This design comes from an exercise in tuning for small area and a short achievable clock period on the open sky130 flow, not from production work.
Only simulation tests tie the RTL to the original design; equivalence was not proved.
The flow treats the clock pin as an ideal source, which a real chip does not have.
Power is estimated from default activity; no workload was simulated.

## build 6
Design trace_buffer, start of the top module:
module trace_buffer #(
  parameter int XLEN    = 32,
  parameter int DEPTH   = 16,
  parameter int STAMP_W = 16,
  parameter int WRAP    = 0
) (
  input  logic                       clock,
  input  logic                       reset,
  input  logic                       arm,
  input  logic                       stop,
  input  logic                       trig_en,
  input  logic [XLEN-1:0]            trig_pc,
  input  logic                       in_valid,
  input  logic [31:0]                in_instr,
  input  logic [XLEN-1:0]            in_pc,
  input  logic [XLEN-1:0]            in_alu,
  output logic                       rd_valid,
  input  logic                       rd_ready,
  output logic [31:0]                rd_instr,
  output logic [XLEN-1:0]            rd_pc,
  output logic [XLEN-1:0]            rd_alu,
  output logic [STAMP_W-1:0]         rd_stamp,
  output logic [$clog2(DEPTH+1)-1:0] count,
  output logic [1:0]                 state,
  output logic                       overflow
);
  localparam int W = 32 + 2*XLEN + STAMP_W;    
  localparam int R = 15;                        
  logic [1:0]         st;
  logic [4:0]         cnt;
  logic               nempty;                   
  logic               ovf;
  logic [R-1:0]       wr_oh, rd_oh;
  ...
==> flow/config.mk <==
export PLATFORM = sky130hd
export DESIGN_NAME = trace_buffer
export DESIGN_NICKNAME = trace_buffer
export VERILOG_FILES = /design/flow/design.v
export SDC_FILE = /design/flow/constraint.sdc
export NUM_CORES = 4
export LEC_CHECK = 0
export CAP_MARGIN = 10
export CORE_MARGIN = 2
export CORE_UTILIZATION = 65
export CTS_BUF_LIST = sky130_fd_sc_hd__clkbuf_16
export CTS_CLUSTER_DIAMETER = 100
export CTS_CLUSTER_SIZE = 30
export SETUP_SLACK_MARGIN = 2.7
export SLEW_MARGIN = 10
==> flow/constraint.sdc <==
create_clock -name core_clock -period 5.0 [get_ports {clock}]
set_input_delay 1.0000 -clock core_clock [delete_from_list [all_inputs] [get_ports {clock}]]
set_output_delay 1.0000 -clock core_clock [all_outputs]
set_load 0.01 [all_outputs]
standard.sh (not shown) runs the stock make flow with config.mk's settings and CLKGATE_MAP_FILE= SYNTH_SCRIPT=/design/flow/synth_recipe.tcl, a recipe that flattens the netlist after the stock synthesis.
==> flow/flow/run.sh <==
#!/bin/bash
# Standard ORFS layout (the standard.sh, unchanged synthesis), with the
# port buffers made from plain buf_2 cells instead of the default delay-cell
# choice, so timing repair can size them like any other buffer.
set -euo pipefail
bash standard.sh "BUFFER_PORTS_ARGS=-buffer_cell sky130_fd_sc_hd__buf_2" finish > standard.log 2>&1
Build 6 completed; timing, DRC and antenna clean
Inputs modified between build 6 and build 19:
==> flow/flow/run.sh <==
#!/bin/bash
# Standard ORFS layout (the standard.sh, unchanged synthesis), with:
#  - port buffers made from plain buf_2 cells instead of the default
#    delay-cell choice, so timing repair can size them like any other buffer;
#  - no timing repair at floorplan (ideal clocks and no wires there make the
#    input paths look far worse than they are); ABC's buffers are removed
#    instead, and repair runs from placement on.
set -euo pipefail
bash standard.sh "BUFFER_PORTS_ARGS=-buffer_cell sky130_fd_sc_hd__buf_2" REMOVE_ABC_BUFFERS=1 finish > standard.log 2>&1
--- a/flow/config.mk
+++ b/flow/config.mk
@@ -8 +8 @@
-export CAP_MARGIN = 10
+export CAP_MARGIN = 20
@@ -12,2 +12,2 @@
-export CTS_CLUSTER_DIAMETER = 100
-export CTS_CLUSTER_SIZE = 30
+export CTS_CLUSTER_DIAMETER = 80
+export CTS_CLUSTER_SIZE = 25
@@ -15 +15 @@
-export SLEW_MARGIN = 10
+export SLEW_MARGIN = 20
--- outcome ---
In build 19, the combined area of the multi-input logic cells came out 190 sq um above the value in build 6. Going from build 6 to build 19, critical path's largest stage delay rose 0.21 ns, total power has increased, clock network power share rose 1.2 points. sky130_fd_sc_hd__or4_4 as the highest-delay cell along the critical path was reported by build 6, and sky130_fd_sc_hd__dfxtp_4 by build 19.
Relative to build 19, the following input files were edited for build 69:
==> flow/flow/run.sh <==
#!/bin/bash
# Standard ORFS layout (the standard.sh, unchanged synthesis), with the
# port buffers made from plain buf_2 cells instead of the default delay-cell
# choice, so timing repair can size them like any other buffer.
set -euo pipefail
bash standard.sh "BUFFER_PORTS_ARGS=-buffer_cell sky130_fd_sc_hd__buf_2" finish > standard.log 2>&1
--- a/flow/config.mk
+++ b/flow/config.mk
@@ -10 +10 @@
-export CORE_UTILIZATION = 65
+export CORE_UTILIZATION = 60
@@ -12,3 +12,3 @@
-export CTS_CLUSTER_DIAMETER = 80
-export CTS_CLUSTER_SIZE = 25
-export SETUP_SLACK_MARGIN = 2.7
+export CTS_CLUSTER_DIAMETER = 100
+export CTS_CLUSTER_SIZE = 30
+export SETUP_SLACK_MARGIN = 2.6
Notes after the runs:
The first-pass GRT wire length on build 19 is in line with that on build 69. As far as share of final layout cell area taken by non-clock buffers is concerned, build 19 and build 69 perform about the same. Build 69 -> build 19: number of distinct standard cells referenced by the synthesized netlist delta 0, exact match. Hold slack, build 19 and build 69: lower on build 69. Build 19 → build 69: die extent in y moved up, non-clock buffer count moved up, clock transition at the register clock pins on the worst setup and hold paths after CTS level.

port drivers added, routing unchanged:
No port has a modelled driver above. Below, the same layouts with a new extraction and two added sets of constraints. Step 1 sets driving cells, clkbuf_16 on the clock port and buf_2 on the other inputs (assumed; they add their load-dependent delay and slew). Step 2, shift: input delay + t, output delay - t, t = (earliest + latest rising clock arrival at the registers) / 2. This alone moves slack from input paths to output paths. Three values: no drivers, after step 1, after step 2; two values: the first two.
| run | t, ns | slack for setup (ns) | worst setup path after step 2 | latest minus earliest clock arrival (ns) |
|---|---|---|---|---|
| build 6 | 0.768 | 2.491 / 2.491 / 1.925 | input to register | 0.048 / 0.048 |
| build 19 | 0.786 | 2.572 / 2.566 / 1.921 | input to register | 0.024 / 0.025 |
| build 69 | 0.787 | 2.456 / 2.456 / 1.891 | input to register | 0.044 / 0.044 |
After both steps setup and hold are still met in every run listed. The setup slack of build 19, which loses most, moves by -0.006 ns with the drivers and by -0.651 ns with both steps.
